This is an optimization exercise on Yosys and OpenROAD, whose aim is small area, a short achievable clock period and few clock cycles per item, not a production implementation.
RTL that was checked went through simulation tests only; none was proved equivalent to the original.
Power and IR drop assume default switching activity.

Setup of north:
## fusion_blend_v2
module fusion_blend_v2
#(
  parameter int PIXELS_PER_BEAT = 16,
  parameter int PIX_W           = 8,
  parameter int WGT_W           = 8,
  parameter int IMAGE_DIM       = 512
) (
  input  logic                             clk,
  input  logic                             rst,
  input  logic [1:0]                       mode,
  input  logic                             in_valid,
  output logic                             in_ready,
  input  logic [PIX_W*PIXELS_PER_BEAT-1:0] old_frame,
  input  logic [PIX_W*PIXELS_PER_BEAT-1:0] new_frame,
  input  logic [WGT_W*PIXELS_PER_BEAT-1:0] weight,
  output logic                             out_valid,
  input  logic                             out_ready,
  output logic [PIX_W*PIXELS_PER_BEAT-1:0] fused_frame,
  output logic                             out_last,
  output logic                             frame_done
);
For scale: about 4800 cells after synthesis, about 590 flip-flops, about 0.055 mm2 of cells after synthesis.
clock: 5.5 ns
lec_check: 0
cap_margin: 5
core_margin: 2
core_utilization: 70
cts_buf_list: sky130_fd_sc_hd__clkbuf_8
cts_cluster_size: 30
place_density: 0.76
setup_slack_margin: 2.8
slew_margin: 5
standard.sh (not shown) runs the stock make flow with config.mk's settings and CLKGATE_MAP_FILE= SYNTH_SCRIPT=/design/flow/synth_recipe.tcl, a recipe that flattens the netlist after the stock synthesis.
==> flow/flow/run.sh <==
#!/bin/bash
# Own layout flow: the standard layout (standard.sh, unchanged synthesis and steps), with
# the port buffers that global placement inserts made plain buffers instead of the default
# delay-buffer cell. Every input and output port still gets its own buffer.
set -euo pipefail
export BUFFER_PORTS_ARGS="-buffer_cell sky130_fd_sc_hd__buf_2"
bash standard.sh > standard.log 2>&1
Testbench counts of north, summed over its fixed seeds: cycles 65,548, items 65,536.
Edits applied to the flow inputs when going from north to south:
diff --git a/flow/config.mk b/flow/config.mk
--- a/flow/config.mk
+++ b/flow/config.mk
@@ -13,3 +13,3 @@
 export PLACE_DENSITY = 0.76
-export SETUP_SLACK_MARGIN = 2.8
+export SETUP_SLACK_MARGIN = 2.7
 export SLEW_MARGIN = 5
==> comparison <==
- The more densely filled core belongs to north, not south.
- The worst supply voltage drop on vdd in south was higher than what north gave.
- Relative to north, switching power decreased by 1.7% in south.
- south consumes less power than north does.
- south -> north: cell count flat
- Worst-path maximum fanout: higher on south
- Between south and north, the difference in share of the final layout cell area in multi-input gates is negligible.
- NOTE: first-iteration DRC count in south falls short of that of north
- Sort south and north by part of the power in combinational logic, ascending, and south comes first.
- From south to north, fraction of synthesized area in multiplexers did not move at all.
--- input diff south..east ---
diff --git a/flow/config.mk b/flow/config.mk
--- a/flow/config.mk
+++ b/flow/config.mk
@@ -9,6 +9,6 @@
 export CORE_MARGIN = 2
-export CORE_UTILIZATION = 70
+export CORE_UTILIZATION = 75
 export CTS_BUF_LIST = sky130_fd_sc_hd__clkbuf_8
 export CTS_CLUSTER_SIZE = 30
-export PLACE_DENSITY = 0.76
+export PLACE_DENSITY = 0.8
 export SETUP_SLACK_MARGIN = 2.7
==> results.txt <==
- Compared with south, in east number of tap instances went down about 8%, area growth from synthesis to final layout roughly the same, met2 demand-to-capacity share in global routing up 1.9 points, part of the total power dissipated in sequential elements up 0.4 points, total length of routed met3 wires picked up an extra 25%.
- Summary: total vias in the final route, east worse than south
- east gives less cell count than south did.

* * *

Setup of garnet:
Another version of the RTL of fusion_blend_v2 (not shown whole).
Size in the first run: roughly 4100 cells after synthesis, about 470 flip-flops, ~520 I/O pins.
Design fusion_blend_v2, start of the top module:
module fusion_blend_v2
#(
  parameter int PIXELS_PER_BEAT = 16,
  parameter int PIX_W           = 8,
  parameter int WGT_W           = 8,
  parameter int IMAGE_DIM       = 512
) (
  input  logic                             clk,
  input  logic                             rst,
  input  logic [1:0]                       mode,
  input  logic                             in_valid,
  output logic                             in_ready,
  input  logic [PIX_W*PIXELS_PER_BEAT-1:0] old_frame,
  input  logic [PIX_W*PIXELS_PER_BEAT-1:0] new_frame,
  input  logic [WGT_W*PIXELS_PER_BEAT-1:0] weight,
  output logic                             out_valid,
  input  logic                             out_ready,
  output logic [PIX_W*PIXELS_PER_BEAT-1:0] fused_frame,
  output logic                             out_last,
  output logic                             frame_done
);
Settings: LEC_CHECK=0, CAP_MARGIN=20, CORE_MARGIN=2, CORE_UTILIZATION=40, SETUP_SLACK_MARGIN=2.5, SLEW_MARGIN=20; clock period 5.5 ns.
Scripts as last shown in full above: flow/flow/run.sh
[inputs] lagoon vs garnet
- SETUP_SLACK_MARGIN removed (was 2.5)
==> flow/run.sh (new file) <==
#!/bin/bash
# synth_recipe.tcl (not shown) runs the flow's synth.tcl, then flattens the netlist and writes it again
# the make line also repeats each setting of config.mk as NAME=value (left out here)
make -C /OpenROAD-flow-scripts/flow DESIGN_CONFIG=/design/flow/config.mk WORK_HOME=/design/flow/orfs CLKGATE_MAP_FILE= SYNTH_SCRIPT=/design/flow/synth_recipe.tcl finish
removed: flow/flow/run.sh
removed: flow/standard.sh
Internal power summed over all cells down about 9% in lagoon wrt garnet
The final reports for lagoon and garnet show clock network latency to the later pin of the worst-skew pair lower in the former.
Looking at sequential power, lagoon sits about 2% below garnet.
Taking garnet as the reference point, the worst hold slack of lagoon falls by 0.0065 ns.
The worst-path maximum fanout in lagoon was higher than what garnet gave.
Summary of the comparison: wire length is lower in lagoon, relative to garnet.
Re fmax: lagoon and garnet aren't equal, and the higher value belongs to garnet.
On clock period minus worst slack: between lagoon and garnet, it ends up higher for lagoon.
lagoon vs. garnet: number of post-CTS setup repair buffers went down by 454; placement-stage cell area went up by 0.0020 sq mm.
Modified inputs, yarrow compared to lagoon
- setting SETUP_SLACK_MARGIN to 1.0 for the first time
--- outcome ---
Layout net count delta (lagoon -> yarrow): insignificant
Of yarrow and lagoon, the higher ratio of final minimum period to clock period belongs to lagoon.
Re via-per-instance ratio: yarrow and lagoon aren't equal, and the higher value belongs to lagoon.
Across both runs, design area was higher for yarrow than for lagoon.
Input changes introduced in amber (baseline for comparison: yarrow):
- an added ABC_CLOCK_PERIOD_IN_PS of 1500
==> results.txt <==
The flow did not stop early for amber: all stages ran, and the layout cleared the timing, design-rule and antenna checks. Compared with yarrow, in amber area of placed instances has remained practically unchanged, adder and majority cell fraction of the synthesized area neither gained nor lost much, count of inverters not on the clock network in the layout essentially unchanged, number of instances in the placed design shows no meaningful change, via count of the first global-routing pass has remained practically unchanged. The die area on amber is in line with that on yarrow.
No functional check of the RTL was part of any run of this note.

* * *

fusion_blend_v2, a different RTL version from the one above (not shown whole).
Size: roughly 4,600 cells after synthesis, roughly 550 flip-flops, ~520 I/O pins, about 53,000 um2 of cells after synthesis.
## fusion_blend_v2
module fusion_blend_v2
#(
  parameter int PIXELS_PER_BEAT = 16,
  parameter int PIX_W           = 8,
  parameter int WGT_W           = 8,
  parameter int IMAGE_DIM       = 512
) (
  input  logic                             clk,
  input  logic                             rst,
  input  logic [1:0]                       mode,
  input  logic                             in_valid,
  output logic                             in_ready,
  input  logic [PIX_W*PIXELS_PER_BEAT-1:0] old_frame,
  input  logic [PIX_W*PIXELS_PER_BEAT-1:0] new_frame,
  input  logic [WGT_W*PIXELS_PER_BEAT-1:0] weight,
  output logic                             out_valid,
  input  logic                             out_ready,
  output logic [PIX_W*PIXELS_PER_BEAT-1:0] fused_frame,
  output logic                             out_last,
  output logic                             frame_done
);
  localparam int BPF   = fusion_pkg::beats_per_frame(IMAGE_DIM, PIXELS_PER_BEAT);
  localparam int CNT_W = fusion_pkg::cnt_width(BPF);
  localparam logic [CNT_W-1:0] LAST_IDX = CNT_W'(BPF - 1);
  localparam int NST = 2;    
  localparam bit PASSMUX = 1;
  logic             en, acc, out_hs, first_beat, is_last, hold0;
  ...
==> flow/config.mk <==
export PLATFORM = sky130hd
export DESIGN_NAME = fusion_blend_v2
export DESIGN_NICKNAME = fusion_blend_v2
export VERILOG_FILES = /design/flow/design.v
export SDC_FILE = /design/flow/constraint.sdc
export NUM_CORES = 4
export LEC_CHECK = 0
export CAP_MARGIN = 5
export CORE_MARGIN = 2
export CORE_UTILIZATION = 70
export CTS_BUF_LIST = sky130_fd_sc_hd__clkbuf_8
export CTS_CLUSTER_SIZE = 30
export PLACE_DENSITY = 0.76
export SETUP_SLACK_MARGIN = 2.7
export SLEW_MARGIN = 5
==> flow/constraint.sdc <==
create_clock -name core_clock -period 5.5 [get_ports {clk}]
set_input_delay 1.1000 -clock core_clock [delete_from_list [all_inputs] [get_ports {clk}]]
set_output_delay 1.1000 -clock core_clock [all_outputs]
set_load 0.01 [all_outputs]
==> flow/flow/run.sh <==
#!/bin/bash
# Own layout flow: the standard layout (standard.sh, unchanged synthesis and steps), with
# the port buffers that global placement inserts made plain buffers instead of the default
# delay-buffer cell. Every input and output port still gets its own buffer.
set -euo pipefail
export BUFFER_PORTS_ARGS="-buffer_cell sky130_fd_sc_hd__buf_2"
bash standard.sh > standard.log 2>&1
The baseline completed with no timing, DRC or antenna violations.
Next try:
--- a/flow/flow/run.sh
+++ b/flow/flow/run.sh
@@ -5,3 +5,3 @@
 set -euo pipefail
-export BUFFER_PORTS_ARGS="-buffer_cell sky130_fd_sc_hd__buf_2"
+export BUFFER_PORTS_ARGS="-buffer_cell sky130_fd_sc_hd__buf_1"
 bash standard.sh > standard.log 2>&1
- CAP_MARGIN: 5 -> 20
- CORE_UTILIZATION: 70 -> 65
- CTS_BUF_LIST: sky130_fd_sc_hd__clkbuf_8 -> default
- CTS_CLUSTER_SIZE: 30 -> default
- PLACE_DENSITY: 0.76 -> 0.72
- SETUP_SLACK_MARGIN: 2.7 -> 2.4
- SLEW_MARGIN: 5 -> 20
Effect: Final area fell by 2.4%; clock power rose by about 10%; combinational power fell by about 7%; die area rose by about 8%; worst setup slack is worse by 0.28 ns; wire length fell by about 1.6%; register-to-register slack is worse by 0.22 ns.
Next try:
--- a/flow/flow/run.sh
+++ b/flow/flow/run.sh
@@ -5,3 +5,3 @@
 set -euo pipefail
-export BUFFER_PORTS_ARGS="-buffer_cell sky130_fd_sc_hd__buf_1"
+export BUFFER_PORTS_ARGS="-buffer_cell sky130_fd_sc_hd__buf_2"
 bash standard.sh > standard.log 2>&1
- SETUP_SLACK_MARGIN: 2.4 -> 2.8
After rerunning:
- non-clock buffer count grows by 34
- total power grows by a little under a tenth
- design area grows by a few percent
- die area does not change
- sequential share of layout area shrinks by 1.2 points
No run of this note included a check of the RTL's function; only the layout flow was run.

[static timing again, ports no longer ideal]
How much do the figures lean on ideal ports? The routed layouts below were timed once more, with nothing changed but the port constraints. Step 1, drivers: a clkbuf_16 drives clk and a buf_2 each remaining input, both assumed. Step 2 also shifts input and output timing later by t, the mid clock arrival at the registers, as if the neighbouring blocks saw the same clock. Three values: no drivers, after step 1, after step 2; two values: the first two.
run | shift t [ns] | slack for setup (ns) | worst setup path after step 2 | cell pins on the clock port's net
north | 0.764 | 2.736 / 2.736 / 2.039 | input to register | 1
south | 0.762 | 2.728 / 2.728 / 1.969 | input to register | 1
east | 0.770 | 2.688 / 2.688 / 1.945 | input to register | 1
garnet | 0.714 | 1.459 / 1.381 / 1.350 | input to register | 1
lagoon | 0.689 | 0.791 / 0.722 / 0.628 | input to register | 1
yarrow | 0.720 | 1.077 / 1.002 / 0.700 | input to register | 1
amber | 0.720 | 1.077 / 1.002 / 0.700 | input to register | 1
the first run of note 3 | 0.772 | 2.681 / 2.667 / 1.895 | input to register | 1
the second run of note 3 | 0.675 | 2.398 / 2.440 / 1.765 | input to register | 1
the third run of note 3 | 0.659 | 2.618 / 2.567 / 1.909 | input to register | 1
After both steps setup and hold are still met in every run listed. For the first run of note 3, which loses most, drivers alone change the setup slack by -0.014 ns; drivers and shift together by -0.786 ns.
